This design comes from an exercise in tuning for small area on the open sky130 flow, not from production work. Function was not checked in any run shown here: the RTL went through the layout flow alone.

## flow/design.v (module list and top-level ports; edited modules follow where they fit)
// module pss_sample_window: 14 lines
// module pss_correlator_lane: 745 lines
// module pss_fa: 10 lines
// module pss_ha: 9 lines
// module pss_nid2_decider: 27 lines
// module pss_detector: 71 lines
module pss_detector (
    input  logic        clk_i,
    input  logic        reset_ni,
    input  logic [15:0] sample_i,           
    input  logic        sample_valid_i,
    input  logic [1:0]  mode_i,             
    input  logic [1:0]  requested_nid2_i,
    output logic [2:0]  result_o            
);
  // ...
==> flow/run.sh <==
#!/bin/bash
# synth_recipe.tcl (not shown) runs the flow's synth.tcl, then flattens the netlist and writes it again
# the make line also repeats each setting of config.mk as NAME=value (left out here)
make -C /OpenROAD-flow-scripts/flow DESIGN_CONFIG=/design/flow/config.mk WORK_HOME=/design/flow/orfs CLKGATE_MAP_FILE= SYNTH_SCRIPT=/design/flow/synth_recipe.tcl finish
==> flow/config.mk <==
export PLATFORM = sky130hd
export DESIGN_NAME = pss_detector
export DESIGN_NICKNAME = pss_detector
export VERILOG_FILES = /design/flow/design.v
export SDC_FILE = /design/flow/constraint.sdc
export NUM_CORES = 4
export LEC_CHECK = 0
export CAP_MARGIN = 20
export CORE_MARGIN = 2
export CORE_UTILIZATION = 60
export SLEW_MARGIN = 20
export SYNTH_HIERARCHICAL = 1
==> flow/constraint.sdc <==
create_clock -name core_clock -period 11.0 [get_ports {clk_i}]
set_input_delay 2.2000 -clock core_clock [delete_from_list [all_inputs] [get_ports {clk_i}]]
set_output_delay 2.2000 -clock core_clock [all_outputs]
set_load 0.01 [all_outputs]
==> out/metrics.yaml, run 1 <==
routing:
  vias_per_cell: 5.58
  num_vias: 9980
  wirelength_um: 34900
  wl_met1_um: 15300
cts:
  postCtsSetupBuffers: 0
  cts_tree: "done"
critical_path:
  cp_num_buf_inv: 2
  required_ns: 11.41
  ff2ff_path_depth: 32
  max_stage_delay_ns: 0.64
timing:
  setup_slack_ns: 0.337
  whs_ns: 0.417
  finalCritPeriodShare_pct: 96.9
layout:
  layout_common_cells: "270 x dfxtp_1, 266 x fa_1, 225 x a22o_1"
  bufAreaShareNonClock_pct: 2.32
  syn2layout_area_growth_pct: 9.20
yosys:
  synthArstFlopShare_pct: 0
  synth_top_family_by_area: "adder cells"
  synthesis.nets: 1796
  yosys-mux-area-fraction_pct: 0.287
  ys.flop_type: "dfxtp_1"
floorplan:
  die_w_um: 174
run_status:
  outcome: "finished clean"
placed_design:
  placed_cells: 1730
==> run 2, diff against run 1 <==
--- a/flow/config.mk
+++ b/flow/config.mk
@@ -7,6 +7,7 @@
 export LEC_CHECK = 0
 export CAP_MARGIN = 20
 export CORE_MARGIN = 2
-export CORE_UTILIZATION = 60
+export CORE_UTILIZATION = 75
+export CTS_BUF_LIST = sky130_fd_sc_hd__clkbuf_4 sky130_fd_sc_hd__clkbuf_8
 export SLEW_MARGIN = 20
 export SYNTH_HIERARCHICAL = 1
==> run 2 against run 1 <==
  * Highest routed layer unchanged
  * Clock skew rose by 0.015 ns
  * Register-to-register slack worse by 0.02 ns
  * Critical endpoint unchanged
  * Still clean
  * Wire length fell by 4.0%
  * Non-clock buffer count shrank 8
  * Critical path type unchanged
  * Setup slack worse by 0.023 ns
==> out/metrics.yaml, run 2 <==
critical_path:
  ff2ff_path_depth: 32  # unchanged
  cp_max_fo: 6
  crit_slowest_cell: "fa_1"
  arrival_ns: 11.09
  required_ns: 11.41  # about the same
  cp-end-kind: "flip-flop"
  startpoint_type: "flip-flop"
  max_stage_delay_ns: 0.54  # -0.10 ns
  cp_common_cell: "fa_1"
  reg2reg_slack_ns: 0.31
  rr_startpoint: "window_q[184]"
  r2r-end: "code0_q[1]"
  worstSetupPathType: "flip-flop to flip-flop"
floorplan:
  die_h_um: 156
  die_w_um: 156  # -10%
  num_rows: 55
  design.core.area_um2: 22700
  ios: 26
  start_util_pct: 76.7
  dieArea_um2: 24500
layout:
  syn2layout_area_growth_pct: 7.88
  fin_util_pct: 82.7
  largest_reg_flops: 256
  diodes: 0
  drive_gt1_share_pct: 8.89
  layout_common_cells: "270 x fa_1, 270 x dfxtp_1, 225 x a22o_1"
  stdcell_area_um2: 18800
  top_register: "window_q"
  stdcell_count: 1702
  fill_cells: 1281
  reg.largest.list: "window_q x256, prev_q x3"
  nNetsFinal: 1812
placed_design:
  gp_congestion: 0.852
  place_hpwl_um: 25600
  place_area_um2: 17700
  placed_cells: 1626  # -6.0%
  io_buffers: 25
routing:
  wl_met3_um: 1170
  ant_nets: 0
  first_pass_iters: 5
  vias_per_cell: 5.99  # +7.5%
  met2_wirelength_um: 16500
  wirelength_um: 33500  # -4.0%
  wl_per_cell_um: 19.7
  wl_met1_um: 14900  # -3.2%
  highest_layer: "met4"
  drt-initial-drc-count: 619
  drc: 0
  num_vias: 10202  # +2.2%
job:
  drv_cap: 0
grt:
  first_global_vias: 11160
  track_usage_pct: 28.9
  grt_max_degree: 102
  grt_pass1_wl_um: 55500
  gr-total-overflow: 0
  antenna_found_initial: 0
yosys:
  synth_cells: 1375
  ys_seq_area_share_pct: 31.0
  synthesis.nets: 1796  # unchanged
  ys_ff_latch: 270
  synth_top_area_share_pct: 33.9
  synth_edf_count: 0
  synth_top_area_cell: "fa_1"
  synthArstFlopShare_pct: 0  # unchanged
  ys_top_cells_by_area: "fa_1 34%, dfxtp_1 31%, a22o_1 11%"
  synth_common_cells: "295 x fa_1, 270 x dfxtp_1, 225 x a22o_1, 203 x inv_1, 103 x ha_1"
  ys_types: 44
  syn_avg_cell_area_um2: 12.7
  yosysMostFrequentCell: "fa_1"
  ys.flop_type: "dfxtp_1"
  yosys_warnings: 8
  netlist_area_um2: 17400
timing:
  fin_skew_ns: 0.0228
  worst_pin_slew_ns: 1.02
  timing.slew.headroom_pct: 32.0
  fmax_mhz: 93.6
  period_minus_slack_ns: 10.69
  finalCritPeriodShare_pct: 97.1  # +0.21 points
  hold_violations: 0
  whs_ns: 0.427  # +0.00928 ns
  slew_violations: 0
  setup_viol: 0
cts:
  cts_buffers: 43
  clk_path_buf_depth: 3
  clock-root-buffer: "clkbuf_8"
  clock_latency_ns: 0.54
  cts.clk_slew.worst_paths_ns: 0.06
  clock-sinks: 270
  holdBufCountCts: 0
  h-tree-depth: 2
  cts_tree: "done"
min_path:
  hold_path_end: "code2_q[0]"
  hold_class: "flip-flop to flip-flop"
  hold_depth: 1
  holdCritStartpoint: "code1_q[0]"
run_status:
  outcome: "finished clean"
[run 2: cell counts after synthesis]
No cell type changed its count.
[run 2: worst max path at each step]
stage                       endpoint  depth (start not counted)          start  slack [ns]
after global routing      code0_q[1]                         32  window_q[160]       -0.04
final                     code0_q[1]                         32  window_q[184]        0.31
after detailed placement  code0_q[1]                         32  window_q[184]       -0.22
after CTS                 code0_q[1]                         34  window_q[160]        0.01
after global placement    code0_q[1]                         32  window_q[168]        0.06
after floorplan           code0_q[1]                         34  window_q[168]        0.32
[run 2: layer usage]
metal | vias up | GRT usage [%]
met3 | 72 | 4.07
met4 | 0 | 9.13
met2 | 204 | 47.2
met5 | - | 0
li1 | 4693 | -
met1 | 5233 | 40.8
[run 2: cell type report]
class / instances / area [um^2] / share of cell area, %
Multi-Input combinational cell: 830 / 11000 / 58.5
Sequential cell: 270 / 5410 / 28.8
Clock buffer: 64 / 825 / 4.39
Inverter: 204 / 768 / 4.09
Timing Repair Buffer: 42 / 385 / 2.05
Tap cell: 285 / 357 / 1.90
Clock inverter: 7 / 65.1 / 0.346
[run 2: per-stage QoR]
step / setup TNS (ns) / setup WS [ns]
floorplan: 0 / 0.323
global placement: 0 / 0.0553
finish: 0 / 0.314
global route: -0.0381 / -0.0381
CTS: 0 / 0.0115
detailed placement: -0.318 / -0.216
[run 2: timing repair]
item,CTS,global route
pin swaps,0,7
setup buffers,0,5
endpoints found under the setup margin,2,3
resized for setup,2,33
[run 2: Yosys stat by module (local to each module, per instance)]
| module | cells | flip-flops and latches |
|---|---|---|
| pss_correlator_lane | 411 | 0 |
| pss_sample_window | 317 | 0 |
| pss_nid2_decider | 12 | 0 |
| pss_fa | 1 | 0 |
| pss_ha | 1 | 0 |
| pss_detector | 295 | 270 |
[run 2: critical path: cells and delay by family (launching register included)]
kind / cells / cell delay (ns)
AOI/OAI and AO/OA: 2 / 0.33
xor gates and xnor gates: 3 / 0.60
adders and majority gates: 21 / 8.80
buffers and inverters: 3 / 0.14
DFF: 1 / 0.34
and+or+nand+nor: 3 / 0.34
[run 2: logic make-up after synthesis]
| logic type | Yosys count | synth area share, % |
|---|---|---|
| AND/OR/NAND/NOR | 42 | 1.28 |
| XOR/XNOR | 81 | 4.16 |
| AO/OA/AOI/OAI | 295 | 14.7 |
| adder cells (fa/ha/maj) | 407 | 41.8 |
| multiplexers | 5 | 0.287 |
| flip-flops | 270 | 31.0 |
| buffers and inverters | 275 | 6.67 |

-- afterwards: timing with drivers on the ports --
The flow's constraints put no driver on any port. The routed layouts listed below were extracted and timed again, unchanged, in two steps.
Step 1 assumes that a clkbuf_16 drives the clock port and a buf_2 every other input.
Step 2 moves the port delays by t, midway between the first and last clock arrival at a register: inputs arrive t later, outputs are due t later. That takes back most of the time a late clock gives input paths.
Slacks: ideal ports / drivers / drivers and shift; pairs: ideal ports / drivers.
run | t (ns) | slack for setup (ns) | worst setup path after step 2
run 1 | 0.591 | 0.337 / 0.337 / 0.337 | register to register
run 2 | 0.575 | 0.314 / 0.314 / 0.314 | register to register
After both steps every run listed still meets setup and hold.
